Context: an optimization exercise on an open-source flow, tuned for small area and a short achievable clock period. The choices shown serve that exercise and are no tape-out recipe. At most, simulation tests tie the RTL to the original design; equivalence was not proved.

==> inputs of pepper <==
## mul_unit
module mul_unit (
    input  logic           clk,
    input  logic           rst_n,
    input  mul_pkg::op_t   op,
    input  mul_pkg::word_t mul_in_a,
    input  mul_pkg::word_t mul_in_b,
    output logic           mul_out_valid,
    output mul_pkg::word_t mul_out
);
==> module mul_result, before the edit <==
module mul_result #(
    parameter int DELAY = 2
) (
    input  logic            clk,
    input  logic            rst_n,
    input  logic            valid,
    input  logic            sel_hi,
    input  mul_pkg::dword_t sum0,
    input  mul_pkg::dword_t sum1,
    output logic            mul_out_valid,
    output mul_pkg::word_t  mul_out
);
    mul_pkg::dword_t  prod;
    mul_pkg::word_t   word_sel;
    logic [DELAY-1:0] v_d;
    mul_pkg::word_t   r_d [DELAY];
    always_comb begin
        prod     = sum0 + sum1;
        word_sel = sel_hi ? prod[63:32] : prod[31:0];
    end
    always_ff @(posedge clk) begin
        if (!rst_n) begin
            v_d <= '0;
        end else begin
            v_d[0] <= valid;
            for (int k = 1; k < DELAY; k++) begin
                v_d[k] <= v_d[k-1];
            end
        end
    end
    always_ff @(posedge clk) begin
        r_d[0] <= word_sel;
        for (int k = 1; k < DELAY; k++) begin
            r_d[k] <= r_d[k-1];
        end
    end
    always_ff @(posedge clk) begin
        if (!rst_n) begin
            mul_out_valid <= 1'b0;
            mul_out       <= '0;
        end else begin
            mul_out_valid <= v_d[DELAY-1];
            if (v_d[DELAY-1]) begin
                mul_out <= r_d[DELAY-1];
            end
        end
    end
endmodule
export LEC_CHECK = 0
export ABC_AREA = 1
export CAP_MARGIN = 50
export CORE_MARGIN = 2
export CORE_UTILIZATION = 40
export SLEW_MARGIN = 75
create_clock -name core_clock -period 20.0 [get_ports {clk}]
run.sh (not shown) runs the stock make flow with config.mk's settings and CLKGATE_MAP_FILE= SYNTH_SCRIPT=/design/flow/synth_recipe.tcl, a recipe that flattens the netlist after the stock synthesis.
==> raven: changes against pepper <==
--- a/flow/config.mk
+++ b/flow/config.mk
@@ -10,3 +10,4 @@
 export CORE_MARGIN = 2
-export CORE_UTILIZATION = 40
+export CORE_UTILIZATION = 60
+export PLACE_DENSITY = 0.7
 export SLEW_MARGIN = 75
==> violet: changes against pepper <==
--- a/flow/config.mk
+++ b/flow/config.mk
@@ -8,5 +8,5 @@
 export ABC_AREA = 1
-export CAP_MARGIN = 50
+export CAP_MARGIN = 20
 export CORE_MARGIN = 2
 export CORE_UTILIZATION = 40
-export SLEW_MARGIN = 75
+export SLEW_MARGIN = 20
==> harbor: changes against pepper <==
--- a/flow/design.v
+++ b/flow/design.v
@@ -2886,4 +2886,28 @@
     mul_pkg::word_t   r_d [DELAY];
+    mul_pkg::dword_t  gen [12];
+    mul_pkg::dword_t  prop [12];
     always_comb begin
-        prod     = sum0 + sum1;
+        gen[0]  = sum0 & sum1;
+        prop[0] = sum0 ^ sum1;
+        for (int l = 1; l <= 6; l++) begin
+            gen[l]  = gen[l-1];
+            prop[l] = prop[l-1];
+            for (int i = 0; i < 64; i++) begin
+                if (((i + 1) % (1 << l)) == 0) begin
+                    gen[l][i]  = gen[l-1][i] | (prop[l-1][i] & gen[l-1][i - (1 << (l-1))]);
+                    prop[l][i] = prop[l-1][i] & prop[l-1][i - (1 << (l-1))];
+                end
+            end
+        end
+        for (int l = 5; l >= 1; l--) begin
+            gen[12-l]  = gen[11-l];
+            prop[12-l] = prop[11-l];
+            for (int i = 0; i < 64; i++) begin
+                if (((i + 1) % (1 << l)) == (1 << (l-1)) && i >= (1 << l)) begin
+                    gen[12-l][i]  = gen[11-l][i] | (prop[11-l][i] & gen[11-l][i - (1 << (l-1))]);
+                    prop[12-l][i] = prop[11-l][i] & prop[11-l][i - (1 << (l-1))];
+                end
+            end
+        end
+        prod = prop[0] ^ {gen[11][62:0], 1'b0};
         word_sel = sel_hi ? prod[63:32] : prod[31:0];
==> summary.txt <==
quantity                                                       violet               pepper               harbor                raven
Buffers outside the clock class                                   187                  206                  210                  209
Number of logic inverters in the finished layout                  752                  752                  491                  752
Top Layer Used                                                   met5                 met5                 met4                 met4
Status                               no timing/DRC/antenna violations  no timing/DRC/antenna violations  no timing/DRC/antenna violations  no timing/DRC/antenna violations
Post-layout utilization of the core                             44.1%                45.1%                46.1%                66.9%
Post-Route M1 WL                                              47.1 mm              47.9 mm              42.7 mm              41.0 mm
Final Skew                                                  0.0341 ns            0.0266 ns            0.0387 ns            0.0451 ns
DP HPWL                                                       85.2 mm              86.0 mm              72.1 mm              81.1 mm
Critical hold path startpoint                      result_i.r_d[1][0]  result_i.r_d[1][17]  result_i.r_d[0][16]  result_i.r_d[1][29]
Largest net degree at the start of global routing                  61                   40                   41                   41
Global routing met1 resource utilization                        34.9%                35.3%                35.2%                47.4%
Critical Path Slowest Stage Cell                              dfxtp_1      clkdlybuf4s50_1      clkdlybuf4s50_1      clkdlybuf4s50_1
Post-layout minimum cycle time                                5.89 ns              5.48 ns              5.45 ns              5.45 ns
Slack of the worst reg-to-reg path                           14.11 ns             15.03 ns             14.97 ns             14.98 ns
No functional check of the RTL was part of pepper, raven and violet.

---

==> job 3569: inputs <==
mul_unit, a different RTL version from the one above (not shown whole).
// mul_unit
module mul_unit (
    input  logic           clk,
    input  logic           rst_n,
    input  mul_pkg::op_t   op,
    input  mul_pkg::word_t mul_in_a,
    input  mul_pkg::word_t mul_in_b,
    output logic           mul_out_valid,
    output mul_pkg::word_t mul_out
);
==> flow/config.mk <==
export PLATFORM = sky130hd
export DESIGN_NAME = mul_unit
export DESIGN_NICKNAME = mul_unit
export VERILOG_FILES = /design/flow/design.v
export SDC_FILE = /design/flow/constraint.sdc
export NUM_CORES = 4
export LEC_CHECK = 0
export ABC_AREA = 1
export CAP_MARGIN = 30
export CORE_MARGIN = 2
export CORE_UTILIZATION = 55
export CTS_CLUSTER_DIAMETER = 200
export CTS_CLUSTER_SIZE = 20
export PLACE_DENSITY = 0.65
export SLEW_MARGIN = 50
==> flow/constraint.sdc <==
create_clock -name core_clock -period 20.0 [get_ports {clk}]
set_input_delay 4.0000 -clock core_clock [delete_from_list [all_inputs] [get_ports {clk}]]
set_output_delay 4.0000 -clock core_clock [all_outputs]
set_load 0.01 [all_outputs]
standard.sh (not shown) runs the stock make flow with config.mk's settings and CLKGATE_MAP_FILE= SYNTH_SCRIPT=/design/flow/synth_recipe.tcl, a recipe that flattens the netlist after the stock synthesis.
==> flow/flow/run.sh <==
#!/bin/bash
# The standard layout (the standard.sh, ORFS from the unchanged standard synthesis
# through finish) with two changes:
#  1. after synthesis, polarity2.py re-chooses where the netlist's inverters go around
#     its full adders (a full adder is self-dual, so an adder whose inputs and outputs
#     all pass through inverters can drop them); registers are untouched and the
#     netlist's function is unchanged.
#  2. the buffers ORFS puts on every input and output port are sky130_fd_sc_hd__buf_2
#     instead of the cell buffer_ports picks by default (clkdlybuf4s50_1, a delay cell
#     that is both larger and slower).
# Each tool's full output goes to a log of its own in this folder: run_synth.log,
# run_polarity.log, run_layout.log (ORFS's per-step logs stay under orfs/logs/).
set -euo pipefail
cd "$(dirname "$0")/.."
PORTBUF="BUFFER_PORTS_ARGS=-buffer_cell sky130_fd_sc_hd__buf_2"
bash standard.sh "$PORTBUF" synth > run_synth.log 2>&1
RES=orfs/results/${FLOW_PLATFORM}/mul_unit/base
cp "$RES/1_2_yosys.v" run_1_2_yosys_standard.v
python3 flow/polarity2.py run_1_2_yosys_standard.v "$RES/1_2_yosys.v" > run_polarity.log 2>&1
# make rebuilds 1_synth.odb from the rewritten netlist
rm -f "$RES/1_synth.odb" "$RES/1_synth.sdc"
touch "$RES/1_2_yosys.v"
bash standard.sh "$PORTBUF" finish > run_layout.log 2>&1
test -f out/final.def
Other scripts of this flow, unchanged in this note and not shown: flow/flow/polarity2.py
==> job 3651 (differences from job 3569) <==
--- a/flow/design.v
+++ b/flow/design.v
@@ -71,25 +71,22 @@
     input  logic [16:0]     neg_in,
     input  logic            sel_hi_in,
     output logic            valid_out,
     output logic            sel_hi_out,
     output mul_pkg::dword_t sum0_out,
-    output logic [63:8] sum1_out,
-    output logic            cin_out
+    output mul_pkg::dword_t sum1_out
 );
     mul_pkg::dword_t sum0;
     mul_pkg::dword_t sum1;
-    logic            cin;
     mul_tree tree_i (
         .a    (a_in),
         .a_hi (a_hi_in),
         .one  (one_in),
         .two  (two_in),
         .neg  (neg_in),
         .sum0 (sum0),
-        .sum1 (sum1),
-        .cin  (cin)
+        .sum1 (sum1)
     );
     always_ff @(posedge clk) begin
         if (!rst_n) begin
             valid_out <= 1'b0;
         end else begin
@@ -97,23 +94,21 @@
         end
     end
     always_ff @(posedge clk) begin
         sel_hi_out <= sel_hi_in;
         sum0_out   <= sum0;
-        sum1_out   <= sum1[63:8];
-        cin_out    <= cin;
+        sum1_out   <= sum1;
     end
 endmodule
 module mul_tree (
     input  logic [31:0] a,
     input  logic        a_hi,
     input  logic [16:0] one,
     input  logic [16:0] two,
     input  logic [16:0] neg,
     output logic [63:0] sum0,
-    output logic [63:0] sum1,
-    output logic        cin
+    output logic [63:0] sum1
 );
     logic [33:0] pp0;
     assign pp0[0] = (one[0] & a[0]) ^ neg[0];
     assign pp0[1] = ((one[0] & a[1]) | (two[0] & a[0])) ^ neg[0];
     assign pp0[2] = ((one[0] & a[2]) | (two[0] & a[1])) ^ neg[0];
@@ -2814,45 +2809,12 @@
     assign c1052 = (pp16[30] & s929) | (c928 & (pp16[30] ^ s929));
     logic s1053;
     logic c1054;
     assign s1053 = ~pp15[33] ^ pp16[31] ^ c930;
     assign c1054 = (~pp15[33] & pp16[31]) | (c930 & (~pp15[33] ^ pp16[31]));
-    logic s1055;
-    logic c1056;
-    assign s1055 = pp0[0] ^ neg[0];
-    assign c1056 = pp0[0] & neg[0];
-    logic s1057;
-    logic c1058;
-    assign s1057 = pp0[1] ^ c1056;
-    assign c1058 = pp0[1] & c1056;
-    logic s1059;
-    logic c1060;
-    assign s1059 = neg[1] ^ s931 ^ c1058;
-    assign c1060 = (neg[1] & s931) | (c1058 & (neg[1] ^ s931));
-    logic s1061;
-    logic c1062;
-    assign s1061 = c932 ^ s933 ^ c1060;
-    assign c1062 = (c932 & s933) | (c1060 & (c932 ^ s933));
-    logic s1063;
-    logic c1064;
-    assign s1063 = c934 ^ s935 ^ c1062;
-    assign c1064 = (c934 & s935) | (c1062 & (c934 ^ s935));
-    logic s1065;
-    logic c1066;
-    assign s1065 = c936 ^ s937 ^ c1064;
-    assign c1066 = (c936 & s937) | (c1064 & (c936 ^ s937));
-    logic s1067;
-    logic c1068;
-    assign s1067 = c938 ^ s939 ^ c1066;
-    assign c1068 = (c938 & s939) | (c1066 & (c938 ^ s939));
-    logic s1069;
-    logic c1070;
-    assign s1069 = c940 ^ s941 ^ c1068;
-    assign c1070 = (c940 & s941) | (c1068 & (c940 ^ s941));
-    assign sum0 = {c1052, c1050, c1048, c1046, c1044, c1042, c1040, c1038, c1036, c1034, c1032, c1030, c1028, c1026, c1024, c1022, c1020, c1018, c1016, c1014, c1012, c1010, c1008, c1006, c1004, c1002, c1000, c998, c996, c994, c992, c990, c988, c986, c984, c982, c980, c978, c976, c974, c972, c970, c968, c966, c964, c962, c960, c958, c956, c954, c952, c950, c948, c946, c944, c942, s1069, s1067, s1065, s1063, s1061, s1059, s1057, s1055};
-    assign sum1 = {s1053, s1051, s1049, s1047, s1045, s1043, s1041, s1039, s1037, s1035, s1033, s1031, s1029, s1027, s1025, s1023, s1021, s1019, s1017, s1015, s1013, s1011, s1009, s1007, s1005, s1003, s1001, s999, s997, s995, s993, s991, s989, s987, s985, s983, s981, s979, s977, s975, s973, s971, s969, s967, s965, s963, s961, s959, s957, s955, s953, s951, s949, s947, s945, s943, 1'b0, 1'b0, 1'b0, 1'b0, 1'b0, 1'b0, 1'b0, 1'b0};
-    assign cin = c1070;
+    assign sum0 = {c1052, c1050, c1048, c1046, c1044, c1042, c1040, c1038, c1036, c1034, c1032, c1030, c1028, c1026, c1024, c1022, c1020, c1018, c1016, c1014, c1012, c1010, c1008, c1006, c1004, c1002, c1000, c998, c996, c994, c992, c990, c988, c986, c984, c982, c980, c978, c976, c974, c972, c970, c968, c966, c964, c962, c960, c958, c956, c954, c952, c950, c948, c946, c944, c942, c940, c938, c936, c934, c932, neg[1], pp0[1], pp0[0]};
+    assign sum1 = {s1053, s1051, s1049, s1047, s1045, s1043, s1041, s1039, s1037, s1035, s1033, s1031, s1029, s1027, s1025, s1023, s1021, s1019, s1017, s1015, s1013, s1011, s1009, s1007, s1005, s1003, s1001, s999, s997, s995, s993, s991, s989, s987, s985, s983, s981, s979, s977, s975, s973, s971, s969, s967, s965, s963, s961, s959, s957, s955, s953, s951, s949, s947, s945, s943, s941, s939, s937, s935, s933, s931, 1'b0, neg[0]};
 endmodule
 `default_nettype wire
 `timescale 1ns/10ps
 `default_nettype none
 module mul_result #(
@@ -2861,27 +2823,23 @@
     input  logic            clk,
     input  logic            rst_n,
     input  logic            valid,
     input  logic            sel_hi,
     input  mul_pkg::dword_t sum0,
-    input  logic [63:8] sum1_hi,
-    input  logic            cin,
+    input  mul_pkg::dword_t sum1,
     output logic            mul_out_valid,
     output mul_pkg::word_t  mul_out
 );
     mul_pkg::dword_t  prod;
     mul_pkg::word_t   word_sel;
     logic [DELAY-1:0] v_d;
     mul_pkg::word_t   r_d [DELAY];
     mul_pkg::dword_t  gen [12];
     mul_pkg::dword_t  prop [12];
-    mul_pkg::dword_t  sum1;
     always_comb begin
-        sum1    = {sum1_hi, {8{1'b0}}};
         gen[0]  = sum0 & sum1;
         prop[0] = sum0 ^ sum1;
-        gen[0][8-1] = cin;
         for (int l = 1; l <= 6; l++) begin
             gen[l]  = gen[l-1];
             prop[l] = prop[l-1];
             for (int i = 0; i < 64; i++) begin
                 if (((i + 1) % (1 << l)) == 0) begin
@@ -2945,13 +2903,11 @@
 );
     logic            valid_s0, valid_s1;
     logic            a_hi_s0, sel_hi_s0, sel_hi_s1;
     logic [16:0]     one_s0, two_s0, neg_s0;
     mul_pkg::word_t  a_s0;
-    mul_pkg::dword_t sum0_s1;
-    logic [63:8] sum1_s1;
-    logic            cin_s1;
+    mul_pkg::dword_t sum0_s1, sum1_s1;
     mul_issue issue_i (
         .clk       (clk),
         .rst_n     (rst_n),
         .op        (op),
         .mul_in_a  (mul_in_a),
@@ -2975,23 +2931,21 @@
         .neg_in     (neg_s0),
         .sel_hi_in  (sel_hi_s0),
         .valid_out  (valid_s1),
         .sel_hi_out (sel_hi_s1),
         .sum0_out   (sum0_s1),
-        .sum1_out   (sum1_s1),
-        .cin_out    (cin_s1)
+        .sum1_out   (sum1_s1)
     );
     mul_result #(
         .DELAY (6 - 3)
     ) result_i (
         .clk           (clk),
         .rst_n         (rst_n),
         .valid         (valid_s1),
         .sel_hi        (sel_hi_s1),
         .sum0          (sum0_s1),
-        .sum1_hi       (sum1_s1),
-        .cin           (cin_s1),
+        .sum1          (sum1_s1),
         .mul_out_valid (mul_out_valid),
         .mul_out       (mul_out)
     );
 endmodule
 `default_nettype wire
Settings changed: CAP_MARGIN 30 to 20, CORE_UTILIZATION 55 to 40, CTS_CLUSTER_DIAMETER 200 to default, CTS_CLUSTER_SIZE 20 to default, PLACE_DENSITY 0.65 to default, SLEW_MARGIN 50 to 20.
==> job 8404 (differences from job 3569) <==
--- a/flow/design.v
+++ b/flow/design.v
@@ -71,25 +71,22 @@
     input  logic [16:0]     neg_in,
     input  logic            sel_hi_in,
     output logic            valid_out,
     output logic            sel_hi_out,
     output mul_pkg::dword_t sum0_out,
-    output logic [63:8] sum1_out,
-    output logic            cin_out
+    output mul_pkg::dword_t sum1_out
 );
     mul_pkg::dword_t sum0;
     mul_pkg::dword_t sum1;
-    logic            cin;
     mul_tree tree_i (
         .a    (a_in),
         .a_hi (a_hi_in),
         .one  (one_in),
         .two  (two_in),
         .neg  (neg_in),
         .sum0 (sum0),
-        .sum1 (sum1),
-        .cin  (cin)
+        .sum1 (sum1)
     );
     always_ff @(posedge clk) begin
         if (!rst_n) begin
             valid_out <= 1'b0;
         end else begin
@@ -97,23 +94,21 @@
         end
     end
     always_ff @(posedge clk) begin
         sel_hi_out <= sel_hi_in;
         sum0_out   <= sum0;
-        sum1_out   <= sum1[63:8];
-        cin_out    <= cin;
+        sum1_out   <= sum1;
     end
 endmodule
 module mul_tree (
     input  logic [31:0] a,
     input  logic        a_hi,
     input  logic [16:0] one,
     input  logic [16:0] two,
     input  logic [16:0] neg,
     output logic [63:0] sum0,
-    output logic [63:0] sum1,
-    output logic        cin
+    output logic [63:0] sum1
 );
     logic [33:0] pp0;
     assign pp0[0] = (one[0] & a[0]) ^ neg[0];
     assign pp0[1] = ((one[0] & a[1]) | (two[0] & a[0])) ^ neg[0];
     assign pp0[2] = ((one[0] & a[2]) | (two[0] & a[1])) ^ neg[0];
@@ -2814,45 +2809,12 @@
     assign c1052 = (pp16[30] & s929) | (c928 & (pp16[30] ^ s929));
     logic s1053;
     logic c1054;
     assign s1053 = ~pp15[33] ^ pp16[31] ^ c930;
     assign c1054 = (~pp15[33] & pp16[31]) | (c930 & (~pp15[33] ^ pp16[31]));
-    logic s1055;
-    logic c1056;
-    assign s1055 = pp0[0] ^ neg[0];
-    assign c1056 = pp0[0] & neg[0];
-    logic s1057;
-    logic c1058;
-    assign s1057 = pp0[1] ^ c1056;
-    assign c1058 = pp0[1] & c1056;
-    logic s1059;
-    logic c1060;
-    assign s1059 = neg[1] ^ s931 ^ c1058;
-    assign c1060 = (neg[1] & s931) | (c1058 & (neg[1] ^ s931));
-    logic s1061;
-    logic c1062;
-    assign s1061 = c932 ^ s933 ^ c1060;
-    assign c1062 = (c932 & s933) | (c1060 & (c932 ^ s933));
-    logic s1063;
-    logic c1064;
-    assign s1063 = c934 ^ s935 ^ c1062;
-    assign c1064 = (c934 & s935) | (c1062 & (c934 ^ s935));
-    logic s1065;
-    logic c1066;
-    assign s1065 = c936 ^ s937 ^ c1064;
-    assign c1066 = (c936 & s937) | (c1064 & (c936 ^ s937));
-    logic s1067;
-    logic c1068;
-    assign s1067 = c938 ^ s939 ^ c1066;
-    assign c1068 = (c938 & s939) | (c1066 & (c938 ^ s939));
-    logic s1069;
-    logic c1070;
-    assign s1069 = c940 ^ s941 ^ c1068;
-    assign c1070 = (c940 & s941) | (c1068 & (c940 ^ s941));
-    assign sum0 = {c1052, c1050, c1048, c1046, c1044, c1042, c1040, c1038, c1036, c1034, c1032, c1030, c1028, c1026, c1024, c1022, c1020, c1018, c1016, c1014, c1012, c1010, c1008, c1006, c1004, c1002, c1000, c998, c996, c994, c992, c990, c988, c986, c984, c982, c980, c978, c976, c974, c972, c970, c968, c966, c964, c962, c960, c958, c956, c954, c952, c950, c948, c946, c944, c942, s1069, s1067, s1065, s1063, s1061, s1059, s1057, s1055};
-    assign sum1 = {s1053, s1051, s1049, s1047, s1045, s1043, s1041, s1039, s1037, s1035, s1033, s1031, s1029, s1027, s1025, s1023, s1021, s1019, s1017, s1015, s1013, s1011, s1009, s1007, s1005, s1003, s1001, s999, s997, s995, s993, s991, s989, s987, s985, s983, s981, s979, s977, s975, s973, s971, s969, s967, s965, s963, s961, s959, s957, s955, s953, s951, s949, s947, s945, s943, 1'b0, 1'b0, 1'b0, 1'b0, 1'b0, 1'b0, 1'b0, 1'b0};
-    assign cin = c1070;
+    assign sum0 = {c1052, c1050, c1048, c1046, c1044, c1042, c1040, c1038, c1036, c1034, c1032, c1030, c1028, c1026, c1024, c1022, c1020, c1018, c1016, c1014, c1012, c1010, c1008, c1006, c1004, c1002, c1000, c998, c996, c994, c992, c990, c988, c986, c984, c982, c980, c978, c976, c974, c972, c970, c968, c966, c964, c962, c960, c958, c956, c954, c952, c950, c948, c946, c944, c942, c940, c938, c936, c934, c932, neg[1], pp0[1], pp0[0]};
+    assign sum1 = {s1053, s1051, s1049, s1047, s1045, s1043, s1041, s1039, s1037, s1035, s1033, s1031, s1029, s1027, s1025, s1023, s1021, s1019, s1017, s1015, s1013, s1011, s1009, s1007, s1005, s1003, s1001, s999, s997, s995, s993, s991, s989, s987, s985, s983, s981, s979, s977, s975, s973, s971, s969, s967, s965, s963, s961, s959, s957, s955, s953, s951, s949, s947, s945, s943, s941, s939, s937, s935, s933, s931, 1'b0, neg[0]};
 endmodule
 `default_nettype wire
 `timescale 1ns/10ps
 `default_nettype none
 module mul_result #(
@@ -2861,27 +2823,23 @@
     input  logic            clk,
     input  logic            rst_n,
     input  logic            valid,
     input  logic            sel_hi,
     input  mul_pkg::dword_t sum0,
-    input  logic [63:8] sum1_hi,
-    input  logic            cin,
+    input  mul_pkg::dword_t sum1,
     output logic            mul_out_valid,
     output mul_pkg::word_t  mul_out
 );
     mul_pkg::dword_t  prod;
     mul_pkg::word_t   word_sel;
     logic [DELAY-1:0] v_d;
     mul_pkg::word_t   r_d [DELAY];
     mul_pkg::dword_t  gen [12];
     mul_pkg::dword_t  prop [12];
-    mul_pkg::dword_t  sum1;
     always_comb begin
-        sum1    = {sum1_hi, {8{1'b0}}};
         gen[0]  = sum0 & sum1;
         prop[0] = sum0 ^ sum1;
-        gen[0][8-1] = cin;
         for (int l = 1; l <= 6; l++) begin
             gen[l]  = gen[l-1];
             prop[l] = prop[l-1];
             for (int i = 0; i < 64; i++) begin
                 if (((i + 1) % (1 << l)) == 0) begin
@@ -2945,13 +2903,11 @@
 );
     logic            valid_s0, valid_s1;
     logic            a_hi_s0, sel_hi_s0, sel_hi_s1;
     logic [16:0]     one_s0, two_s0, neg_s0;
     mul_pkg::word_t  a_s0;
-    mul_pkg::dword_t sum0_s1;
-    logic [63:8] sum1_s1;
-    logic            cin_s1;
+    mul_pkg::dword_t sum0_s1, sum1_s1;
     mul_issue issue_i (
         .clk       (clk),
         .rst_n     (rst_n),
         .op        (op),
         .mul_in_a  (mul_in_a),
@@ -2975,23 +2931,21 @@
         .neg_in     (neg_s0),
         .sel_hi_in  (sel_hi_s0),
         .valid_out  (valid_s1),
         .sel_hi_out (sel_hi_s1),
         .sum0_out   (sum0_s1),
-        .sum1_out   (sum1_s1),
-        .cin_out    (cin_s1)
+        .sum1_out   (sum1_s1)
     );
     mul_result #(
         .DELAY (6 - 3)
     ) result_i (
         .clk           (clk),
         .rst_n         (rst_n),
         .valid         (valid_s1),
         .sel_hi        (sel_hi_s1),
         .sum0          (sum0_s1),
-        .sum1_hi       (sum1_s1),
-        .cin           (cin_s1),
+        .sum1          (sum1_s1),
         .mul_out_valid (mul_out_valid),
         .mul_out       (mul_out)
     );
 endmodule
 `default_nettype wire
==> flow_metrics.tcl <==
set metrics [dict create \
    vias_per_cell 6.40 \
    grt_pass1_wl_mm 154 \
    seq_cells 340 \
    synthCells 2995 \
    clk_pin_slew_worst_paths_ns 0.08 \
    clkCellAreaFrac_pct 1.61 \
    fillCellCount 4723 \
    wl_met1_mm 36.8 \
    clock_buffers 20 \
    dp_slack_ns 14.87 \
    switchingPower_mw 2.74 \
    fin_area_sq_um 32200 \
    ff_latch_area_sq_um 6820 \
    totalWireLength_mm 103 \
    peakVddDrop_v 0.000104 \
    placed_cell_area_sq_um 31600 \
    outcome "finished clean" \
    tap_cells 748 \
    post-route-util_pct 58.4 \
    diodes 2 \
    met3_usage_pct 13.6 \
]
Source of the figures above: job 3569

==> flow_metrics.tcl <==
set metrics [dict create \
    diodes 4 \
    switchingPower_mw 2.86 \
    dp_slack_ns 14.90 \
    vias_per_cell 5.85 \
    tap_cells 1030 \
    outcome "finished clean" \
    clock_buffers 50 \
    seq_cells 346 \
    post-route-util_pct 44.4 \
    ff_latch_area_sq_um 6930 \
    peakVddDrop_v 0.000123 \
    wl_met1_mm 41.5 \
    synthCells 3026 \
    fillCellCount 7250 \
    placed_cell_area_sq_um 32300 \
    totalWireLength_mm 108 \
]
Source of the figures above: job 3651

==> flow_metrics.tcl <==
set metrics [dict create \
    outcome "finished clean" \
    switchingPower_mw 2.79 \
    clkCellAreaFrac_pct 1.70 \
    fin_area_sq_um 32500 \
    peakVddDrop_v 0.000125 \
    clock_buffers 21 \
    ff_latch_area_sq_um 6930 \
    grt_pass1_wl_mm 159 \
    post-route-util_pct 58.7 \
    clk_pin_slew_worst_paths_ns 0.08 \
    synthCells 3026 \
    met3_usage_pct 14.8 \
    fillCellCount 4855 \
    vias_per_cell 6.54 \
]
Source of the figures above: job 8404

-- port drivers added, routing unchanged --
Ports are ideal in the flow. The routed layouts listed here were re-timed in OpenROAD. Step 1 sets driving cells, clkbuf_16 on the clock port and buf_2 on the other inputs (assumed; they add their load-dependent delay and slew). Step 2 adds t to the input delays and takes it off the output delays; t is the mean of the earliest and latest rising clock arrival at the registers after step 1. Input paths then give back, and output paths get back, about the clock's delay inside the block. a / b / c = ideal ports / drivers / drivers and shift; a / b = the first two.
run | shift t [ns] | setup slack, ns | clock arrival spread, ns | worst slew at a driven data input, ns | pins driven straight from the clock port
pepper | 0.659 | 14.520 / 14.454 / 14.566 | 0.027 / 0.027 | 0.06 | 1
raven | 0.635 | 14.549 / 14.490 / 14.684 | 0.046 / 0.045 | 0.06 | 1
violet | 0.660 | 14.112 / 14.112 / 14.112 | 0.034 / 0.034 | 0.06 | 1
harbor | 0.649 | 14.550 / 14.485 / 14.659 | 0.039 / 0.039 | 0.08 | 1
job 3569 | 0.637 | 14.957 / 14.894 / 14.842 | 0.045 / 0.045 | 0.06 | 1
job 3651 | 0.655 | 14.934 / 14.875 / 14.895 | 0.035 / 0.035 | 0.05 | 1
job 8404 | 0.639 | 14.960 / 14.896 / 14.802 | 0.076 / 0.076 | 0.05 | 1
After both steps every run listed still meets setup and hold. The setup slack of job 8404, which loses most, moves by -0.064 ns with the drivers and by -0.158 ns with both steps.
